This is an optimization exercise on Yosys and OpenROAD, whose aim is small area, not a production implementation. Only simulation tests tie the RTL to the original design; equivalence was not proved. Power figures rest on the tool's default switching activity, not on a simulated workload. No driver is modelled on the clock port, so clocking that relies on it looks cheaper here than on a real chip.

==> job 2813: inputs <==
// adc_capture
module adc_capture #(
    parameter int DATA_W = 8,
    parameter int ADDR_W = 8
) (
    input  logic              sys_clk,
    input  logic              sys_rst,
    input  logic [DATA_W-1:0] adc_data,
    input  logic              arm,
    input  logic [DATA_W-1:0] trig_level,
    input  logic              force_trig,
    input  logic              rd_req,
    output logic [DATA_W-1:0] rd_data,
    output logic              rd_valid,
    output logic              busy,
    output logic              done
);
Settings: LEC_CHECK=0, CAP_MARGIN=20, CORE_MARGIN=2, CORE_UTILIZATION=80, CTS_BUF_LIST=sky130_fd_sc_hd__clkbuf_8, CTS_CLUSTER_DIAMETER=40, CTS_CLUSTER_SIZE=16, SLEW_MARGIN=20, SYNTH_HIERARCHICAL=1; clock period 5.0 ns.
run.sh (not shown) runs the stock make flow with config.mk's settings and CLKGATE_MAP_FILE= SYNTH_SCRIPT=/design/flow/synth_recipe.tcl, a recipe that flattens the netlist after the stock synthesis.
==> job 8105: changes against job 2813 <==
Settings changed: CORE_UTILIZATION 80 to 70, CTS_BUF_LIST sky130_fd_sc_hd__clkbuf_8 to sky130_fd_sc_hd__clkbuf_4 sky130_fd_sc_hd__clkbuf_8, CTS_CLUSTER_DIAMETER 40 to not set, CTS_CLUSTER_SIZE 16 to not set.
==> run notes <==
Job 8105 passed the timing, design-rule and antenna checks. Job 2813 finished with timing, DRC and antenna clean.
Routed wire length: job 8105 is smaller than job 2813 (about 1.6%).
Against job 8105, the sequential share of layout area of job 2813 is higher by 4.1 points.
In job 8105 the clock power is higher than in job 2813, by about 50%.
In job 8105 the total power is higher than in job 2813, by 17%.
Of job 2813 and job 8105, job 8105 has the higher register-to-register slack (gap 0.05 ns).
Final cell count: job 8105 is higher than job 2813 (about 8%).
Between job 8105 and job 2813, the lower via count is in job 8105 (gap 1.3%, measured against job 2813).
Sequential power is about the same in job 8105 and job 2813.
In synthesized cell count, job 2813 and job 8105 do not differ.
Of job 2813 and job 8105, job 8105 has the higher cell area (gap 5.5%, measured against job 8105).
Count of clock-buffer cells in the layout: job 2813 is lower than job 8105 (314).
==> figures <==
Status: job 8105 finished clean; job 2813 finished clean
Share of power burned in the clock network: job 8105 0.422; job 2813 0.323
Global-route track usage on met3: job 8105 0.0915; job 2813 0.122
Internal: job 8105 25000 uW; job 2813 21000 uW
Starting utilization of the core area: job 8105 0.708; job 2813 0.806
Actual transition at the worst max-transition pin: job 8105 1.21 ns; job 2813 1.14 ns
Max Fanout on Critical Path: job 8105 12; job 2813 11
Max stage delay on crit path: job 8105 1.04 ns; job 2813 0.86 ns
Switching share of total power: job 8105 0.233; job 2813 0.247
Critical Path End: job 8105 rd_data_q[3]; job 2813 rd_data_q[5]
Non-Filler Instances: job 8105 5009; job 2813 4628
Worst hold path startpoint: job 8105 ring[2009]; job 2813 ring[764]
Number of global-route vias before repair: job 8105 34874; job 2813 34602
Power per cell area: job 8105 537 nW/um2; job 2813 486 nW/um2
Wire length of the first global-routing pass: job 8105 223 mm; job 2813 224 mm
Seq area share: job 8105 0.696; job 2813 0.737
Net load switching power: job 8105 7600 uW; job 2813 6880 uW
Top layer in use: job 8105 met4; job 2813 met5
DR WL met3: job 8105 18.1 mm; job 2813 21.4 mm
Highest attainable clock frequency: job 8105 212 MHz; job 2813 210 MHz
Post-layout nets: job 8105 3867; job 2813 3721
Setup skew after layout: job 8105 0.0842 ns; job 2813 0.0325 ns
Area of the placeable core: job 8105 74600 um2; job 2813 65500 um2


==> try-raven: inputs <==
Another version of the RTL of adc_capture (not shown whole).
==> module adc_capture, before the edit <==
module adc_capture #(
    parameter int DATA_W = 8,
    parameter int ADDR_W = 8
) (
    input  logic              sys_clk,
    input  logic              sys_rst,
    input  logic [DATA_W-1:0] adc_data,
    input  logic              arm,
    input  logic [DATA_W-1:0] trig_level,
    input  logic              force_trig,
    input  logic              rd_req,
    output logic [DATA_W-1:0] rd_data,
    output logic              rd_valid,
    output logic              busy,
    output logic              done
);
    localparam int DEPTH = 2 ** ADDR_W;
    localparam int LO_W  = ADDR_W / 2;
    localparam int HI_W  = ADDR_W - LO_W;
    localparam int N_LO  = 2 ** LO_W;
    localparam int N_HI  = 2 ** HI_W;
    localparam logic [ADDR_W-1:0] c_LAST_ADDR = '1;
    logic [DATA_W-1:0] lvl_q;
    logic              busy_q;      
    logic              cap_q;       
    logic              done_q;      
    logic [ADDR_W-1:0] pos_q;       
    logic [ADDR_W-1:0] rd_cnt_q;    
    logic [DATA_W-1:0] rd_data_q;
    logic              rd_valid_q;
    logic [DEPTH-1:0][DATA_W-1:0] ring;
    logic              w_trig;
    logic              w_rd;
    logic              w_cap_last;
    logic              w_rd_last;
    logic              w_hold;
    logic [DATA_W-1:0] w_rd_word;
    assign w_trig     = ((ring[1] < lvl_q) && (ring[0] >= lvl_q)) || force_trig;
    assign w_rd       = done_q && rd_req;
    assign w_cap_last = cap_q && (pos_q == c_LAST_ADDR);
    assign w_rd_last  = w_rd && (rd_cnt_q == c_LAST_ADDR);
    assign w_hold     = w_cap_last || (done_q && !w_rd_last);
    always_ff @(posedge sys_clk or posedge sys_rst) begin
        if (sys_rst) begin
            ring[0] <= '0;
        end else begin
            ring[0] <= w_hold ? ring[DEPTH-1] : adc_data;
        end
    end
    always_ff @(posedge sys_clk) begin
        for (int i = 1; i < DEPTH; i++) begin
            ring[i] <= ring[i-1];
        end
    end
    localparam int N_GRP = DEPTH / 3;                 
    localparam int N_AOI = N_GRP + 1;                 
    logic [N_LO-1:0]   w_sel_lo;
    logic [N_HI-1:0]   w_sel_hi;
    logic [DEPTH-1:0]  w_sel;
    logic [DATA_W-1:0] w_aoi [N_AOI];                 
    always_comb begin
        for (int l = 0; l < N_LO; l++) w_sel_lo[l] = (pos_q[LO_W-1:0] == LO_W'(l));
        for (int h = 0; h < N_HI; h++) w_sel_hi[h] = (pos_q[ADDR_W-1:LO_W] == HI_W'(h));
        for (int p = 0; p < DEPTH; p++) w_sel[p] = w_sel_hi[p/N_LO] & w_sel_lo[p%N_LO];
    end
    for (genvar g = 0; g < N_GRP; g++) begin : g_aoi
        for (genvar b = 0; b < DATA_W; b++) begin : g_bit
            adc_capture_aoi3 u_aoi (
                .s ({w_sel[3*g+2], w_sel[3*g+1], w_sel[3*g]}),
                .d ({ring[3*g+2][b], ring[3*g+1][b], ring[3*g][b]}),
                .y (w_aoi[g][b])
            );
        end
    end
    for (genvar b = 0; b < DATA_W; b++) begin : g_last
        assign w_aoi[N_GRP][b] = ~(w_sel[DEPTH-1] & ring[DEPTH-1][b]);
    end
    always_comb begin
        w_rd_word = '0;
        for (int g = 0; g < N_AOI; g++) w_rd_word = w_rd_word | ~w_aoi[g];
    end
    always_ff @(posedge sys_clk) begin
        if (cap_q || done_q) begin
            pos_q <= pos_q + ADDR_W'(cap_q || !rd_req);
        end else begin
            pos_q <= ADDR_W'(1);
        end
    end
    always_ff @(posedge sys_clk or posedge sys_rst) begin
        if (sys_rst) begin
            rd_data_q <= '0;
        end else if (w_rd) begin
            rd_data_q <= w_rd_word;
        end
    end
    always_ff @(posedge sys_clk) begin
        if (!busy_q && !done_q && arm) begin
            lvl_q <= trig_level;
        end
    end
    always_ff @(posedge sys_clk or posedge sys_rst) begin
        if (sys_rst) begin
            busy_q     <= 1'b0;
            cap_q      <= 1'b0;
            done_q     <= 1'b0;
            rd_cnt_q   <= '0;
            rd_valid_q <= 1'b0;
        end else begin
            rd_valid_q <= w_rd;
            if (!busy_q && !done_q) begin
                if (arm) busy_q <= 1'b1;
            end else if (busy_q && !cap_q) begin
                if (w_trig) cap_q <= 1'b1;
            end else if (cap_q) begin
                if (w_cap_last) begin
                    cap_q  <= 1'b0;
                    busy_q <= 1'b0;
                    done_q <= 1'b1;
                end
            end else if (rd_req) begin
                rd_cnt_q <= rd_cnt_q + ADDR_W'(1);
                if (w_rd_last) done_q <= 1'b0;
            end
        end
    end
    assign rd_data  = rd_data_q;
    assign rd_valid = rd_valid_q;
    assign busy     = busy_q;
    assign done     = done_q;
endmodule
==> module adc_capture_aoi3, before the edit <==
module adc_capture_aoi3 (
    input  logic [2:0] s,
    input  logic [2:0] d,
    output logic       y
);
    assign y = ~|(s & d);
endmodule
export LEC_CHECK = 0
export CAP_MARGIN = 20
export CORE_MARGIN = 2
export CORE_UTILIZATION = 80
export CTS_BUF_LIST = sky130_fd_sc_hd__clkbuf_16
export CTS_CLUSTER_DIAMETER = 60
export CTS_CLUSTER_SIZE = 30
export SLEW_MARGIN = 20
export SYNTH_HIERARCHICAL = 1
create_clock -name core_clock -period 5.0 [get_ports {sys_clk}]
standard.sh (not shown) runs the stock make flow with config.mk's settings and CLKGATE_MAP_FILE= SYNTH_SCRIPT=/design/flow/synth_recipe.tcl, a recipe that flattens the netlist after the stock synthesis.
==> flow/flow/run.sh <==
#!/bin/bash
# Layout: the standard flow (standard.sh, every step unchanged) except for
# two sets of arguments:
#  - the port buffers that global placement inserts on every input and output
#    are buf_1 instead of the default choice (repair still resizes them);
#  - the clock tree uses sink clusters of up to 30 flip-flops within 60 um,
#    each driven by a clkbuf_16, clkbuf_8 for the root and upper tree levels,
#    and adds no dummy loads for balancing.
# The make output (every step's tool output) goes to orfs_make.log here; ORFS
# also keeps each step's log under orfs/logs/.
set -euo pipefail
bash standard.sh \
  "BUFFER_PORTS_ARGS=-buffer_cell sky130_fd_sc_hd__buf_1" \
  "CTS_ARGS=-sink_clustering_enable -repair_clock_nets -sink_clustering_size 30 -sink_clustering_max_diameter 60 -buf_list sky130_fd_sc_hd__clkbuf_16 -sink_clustering_buffer sky130_fd_sc_hd__clkbuf_16 -tree_buf sky130_fd_sc_hd__clkbuf_8 -root_buf sky130_fd_sc_hd__clkbuf_8 -dont_use_dummy_load" \
  finish > orfs_make.log 2>&1
==> try-onyx (differences from try-raven) <==
==> flow/run.sh (new file) <==
#!/bin/bash
# synth_recipe.tcl (not shown) runs the flow's synth.tcl, then flattens the netlist and writes it again
# the make line also repeats each setting of config.mk as NAME=value (left out here)
make -C /OpenROAD-flow-scripts/flow DESIGN_CONFIG=/design/flow/config.mk WORK_HOME=/design/flow/orfs CLKGATE_MAP_FILE= SYNTH_SCRIPT=/design/flow/synth_recipe.tcl finish
- CORE_UTILIZATION: 80 -> 86
removed: flow/flow/run.sh
removed: flow/standard.sh
==> try-nickel (differences from try-raven) <==
==> flow/design.v (replaced) <==
`default_nettype none
module adc_capture #(
    parameter int DATA_W = 8,
    parameter int ADDR_W = 8
) (
    input  logic              sys_clk,
    input  logic              sys_rst,
    input  logic [DATA_W-1:0] adc_data,
    input  logic              arm,
    input  logic [DATA_W-1:0] trig_level,
    input  logic              force_trig,
    input  logic              rd_req,
    output logic [DATA_W-1:0] rd_data,
    output logic              rd_valid,
    output logic              busy,
    output logic              done
);
    localparam int DEPTH = 2 ** ADDR_W;
    localparam int LO_W  = ADDR_W / 2;
    localparam int HI_W  = ADDR_W - LO_W;
    localparam int N_LO  = 2 ** LO_W;
    localparam int N_HI  = 2 ** HI_W;
    localparam logic [ADDR_W-1:0] c_LAST_ADDR = '1;
    localparam logic [ADDR_W-1:0] c_CAP_LAST  = c_LAST_ADDR - ADDR_W'(1);
    logic [DATA_W-1:0] s1_q;
    logic [DATA_W-1:0] s2_q;
    logic [DATA_W-1:0] lvl_q;
    logic              busy_q;      
    logic              cap_q;       
    logic              done_q;      
    logic [ADDR_W-1:0] pos_q;       
    logic [ADDR_W-1:0] rd_cnt_q;    
    logic [DATA_W-1:0] rd_data_q;
    logic              rd_valid_q;
    logic [DATA_W-1:0] ring [DEPTH];
    logic              w_trig;
    logic              w_wr;
    logic              w_rd;
    logic [DATA_W-1:0] w_rd_word;
    assign w_trig = ((s2_q < lvl_q) && (s1_q >= lvl_q)) || force_trig;
    assign w_wr   = (busy_q && !cap_q && w_trig) || cap_q;
    assign w_rd   = done_q && rd_req;
    always_ff @(posedge sys_clk or posedge sys_rst) begin
        if (sys_rst) begin
            s1_q <= '0;
            s2_q <= '0;
        end else begin
            s1_q <= adc_data;
            s2_q <= s1_q;
        end
    end
    always_ff @(posedge sys_clk) begin
        ring[0] <= w_wr ? s1_q : ring[DEPTH-1];
        for (int i = 1; i < DEPTH; i++) begin
            ring[i] <= ring[i-1];
        end
    end
    logic [N_LO-1:0] w_sel_lo;
    logic [N_HI-1:0] w_sel_hi;
    logic [DATA_W-1:0] w_grp [N_HI];
    always_comb begin
        for (int l = 0; l < N_LO; l++) w_sel_lo[l] = (pos_q[LO_W-1:0] == LO_W'(l));
        for (int h = 0; h < N_HI; h++) w_sel_hi[h] = (pos_q[ADDR_W-1:LO_W] == HI_W'(h));
        for (int h = 0; h < N_HI; h++) begin
            w_grp[h] = '0;
            for (int l = 0; l < N_LO; l++) begin
                w_grp[h] = w_grp[h] | ({DATA_W{w_sel_lo[l]}} & ring[h*N_LO + l]);
            end
        end
        w_rd_word = '0;
        for (int h = 0; h < N_HI; h++) begin
            w_rd_word = w_rd_word | ({DATA_W{w_sel_hi[h]}} & w_grp[h]);
        end
    end
    always_ff @(posedge sys_clk) begin
        if (cap_q || done_q) begin
            pos_q <= pos_q + ADDR_W'(cap_q || !rd_req);
        end else begin
            pos_q <= '0;
        end
    end
    always_ff @(posedge sys_clk or posedge sys_rst) begin
        if (sys_rst) begin
            rd_data_q <= '0;
        end else if (w_rd) begin
            rd_data_q <= w_rd_word;
        end
    end
    always_ff @(posedge sys_clk) begin
        if (!busy_q && !done_q && arm) begin
            lvl_q <= trig_level;
        end
    end
    always_ff @(posedge sys_clk or posedge sys_rst) begin
        if (sys_rst) begin
            busy_q     <= 1'b0;
            cap_q      <= 1'b0;
            done_q     <= 1'b0;
            rd_cnt_q   <= '0;
            rd_valid_q <= 1'b0;
        end else begin
            rd_valid_q <= w_rd;
            if (!busy_q && !done_q) begin
                if (arm) busy_q <= 1'b1;
            end else if (busy_q && !cap_q) begin
                if (w_trig) cap_q <= 1'b1;
            end else if (cap_q) begin
                if (pos_q == c_CAP_LAST) begin
                    cap_q  <= 1'b0;
                    busy_q <= 1'b0;
                    done_q <= 1'b1;
                end
            end else if (rd_req) begin
                rd_cnt_q <= rd_cnt_q + ADDR_W'(1);
                if (rd_cnt_q == c_LAST_ADDR) done_q <= 1'b0;
            end
        end
    end
    assign rd_data  = rd_data_q;
    assign rd_valid = rd_valid_q;
    assign busy     = busy_q;
    assign done     = done_q;
endmodule
`default_nettype wire
==> flow/run.sh (new file) <==
#!/bin/bash
# synth_recipe.tcl (not shown) runs the flow's synth.tcl, then flattens the netlist and writes it again
# the make line also repeats each setting of config.mk as NAME=value (left out here)
make -C /OpenROAD-flow-scripts/flow DESIGN_CONFIG=/design/flow/config.mk WORK_HOME=/design/flow/orfs CLKGATE_MAP_FILE= SYNTH_SCRIPT=/design/flow/synth_recipe.tcl finish
- CORE_UTILIZATION: 80 -> 40
- CTS_BUF_LIST: sky130_fd_sc_hd__clkbuf_16 -> default
- CTS_CLUSTER_DIAMETER: 60 -> default
- CTS_CLUSTER_SIZE: 30 -> default
- SYNTH_HIERARCHICAL: 1 -> default
removed: flow/flow/run.sh
removed: flow/standard.sh
==> try-delta (differences from try-raven) <==
==> flow/flow/run.sh (replaced) <==
#!/bin/bash
# Layout: the standard flow (standard.sh, every step unchanged) except for
# two sets of arguments:
#  - the port buffers that global placement inserts on every input and output
#    are buf_1 instead of the default choice (repair still resizes them);
#  - the clock tree uses sink clusters of up to 30 flip-flops within 60 um,
#    each driven by a clkbuf_16, and adds no dummy loads for balancing.
# The make output (every step's tool output) goes to orfs_make.log here; ORFS
# also keeps each step's log under orfs/logs/.
set -euo pipefail
bash standard.sh \
  "BUFFER_PORTS_ARGS=-buffer_cell sky130_fd_sc_hd__buf_1" \
  "CTS_ARGS=-sink_clustering_enable -repair_clock_nets -sink_clustering_size 30 -sink_clustering_max_diameter 60 -buf_list sky130_fd_sc_hd__clkbuf_16 -dont_use_dummy_load" \
  finish > orfs_make.log 2>&1
==> flow_summary.json <==
{
  "gr-usage-all-layers": 0.723,
  "clock_sinks": 2084,
  "status": "aborted with a tool error",
  "dp_hpwl_um": 114000,
  "place_ws_ns": 0.669,
  "antenna_found_initial": 42,
  "seq_area_frac_synth": 0.799,
  "yosys.area_share.adder": 0.00429,
  "failing_step": "5_1_grt",
  "yosys_warnings": 9,
  "cts_root_buffer": "clkbuf_16",
  "error": "[ERROR GRT-0232] Routing congestion too high. Check the congestion heatmap in the GUI.",
  "yosysUniqueCellTypes": 39,
  "synth-compound-area-share": 0.133
}
Source of the figures above: try-onyx

==> flow_summary.json <==
{
  "yosysUniqueCellTypes": 39,
  "seq_area_frac_synth": 0.799,
  "clock_sinks": 2084,
  "yosys.area_share.adder": 0.00429,
  "yosys_warnings": 9,
  "place_ws_ns": 0.565,
  "placed_area_um2": 53800,
  "finalWirelength_um": 158000,
  "gr-usage-all-layers": 0.463,
  "status": "timing/DRC/antenna clean",
  "hold_ws_ns": 0.252,
  "num-multi-input-gates": 1342,
  "cts_root_buffer": "clkbuf_8",
  "startpoint_type": "flop",
  "crit_path_max_fanout": 9
}
Source of the figures above: try-raven

==> flow_summary.json <==
{
  "synth-compound-area-share": 0.168,
  "synthArstFlopShare": 0.0171,
  "worstPathArrival_ns": 5.13,
  "seq_area_frac_synth": 0.739,
  "place_ws_ns": 0.863,
  "endpoint": "rd_data_q[2]$_DFFE_PP0P_",
  "cpMaxStageDelayCell": "dfxtp_4",
  "grt_overflow_total": 0,
  "p_sw_frac": 0.305,
  "cts_root_buffer": "clkbuf_16",
  "yosysUniqueCellTypes": 78,
  "vias": 38100,
  "status": "timing/DRC/antenna clean",
  "cp.depth": 11,
  "place.gp.congestion": 0.893,
  "yosys.area_share.adder": 0.00394,
  "largest_reg_flops": 2048,
  "antenna_found_initial": 13
}
Source of the figures above: try-nickel

==> flow_summary.json <==
{
  "status": "timing/DRC/antenna clean",
  "yosysUniqueCellTypes": 39,
  "cts_root_buffer": "clkbuf_16",
  "seq_area_frac_synth": 0.799,
  "yosys_warnings": 9,
  "synth-compound-area-share": 0.133,
  "yosys.area_share.adder": 0.00429,
  "clock_sinks": 2084,
  "dp_hpwl_um": 106000,
  "gr-usage-all-layers": 0.462,
  "place_ws_ns": 0.565,
  "met2_usage": 0.691
}
Source of the figures above: try-delta

## separate check: timing with driven ports
The flow's constraints put no driver on any port. The routed layouts listed below were extracted and timed again, unchanged, in two steps. Step 1 (the two cells are an assumption about what drives the block):
set clk [get_ports {sys_clk}]
set_driving_cell -lib_cell sky130_fd_sc_hd__clkbuf_16 $clk
set_driving_cell -lib_cell sky130_fd_sc_hd__buf_2 [delete_from_list [all_inputs] $clk]
Step 2 moves the port delays by t, midway between the first and last clock arrival at a register: inputs arrive t later, outputs are due t later. That takes back most of the time a late clock gives input paths. a / b / c = no drivers / after step 1 / after step 2; a / b = the first two.
run | t (ns) | slack for setup (ns) | worst setup path at the end | worst data-port slew with drivers (ns) | cell pins on the clock port's net
job 2813 | 0.915 | 0.232 / 0.232 / 0.232 | register to register | 0.05 | 1
job 8105 | 0.982 | 0.278 / 0.278 / 0.278 | register to register | 0.05 | 1
try-raven | 0.845 | 0.146 / 0.146 / 0.146 | register to register | 0.04 | 1
try-nickel | 0.883 | 0.582 / 0.582 / 0.582 | register to register | 0.04 | 1
try-delta | 0.725 | 0.201 / 0.201 / 0.201 | register to register | 0.04 | 1
After both steps setup and hold are still met in every run listed.
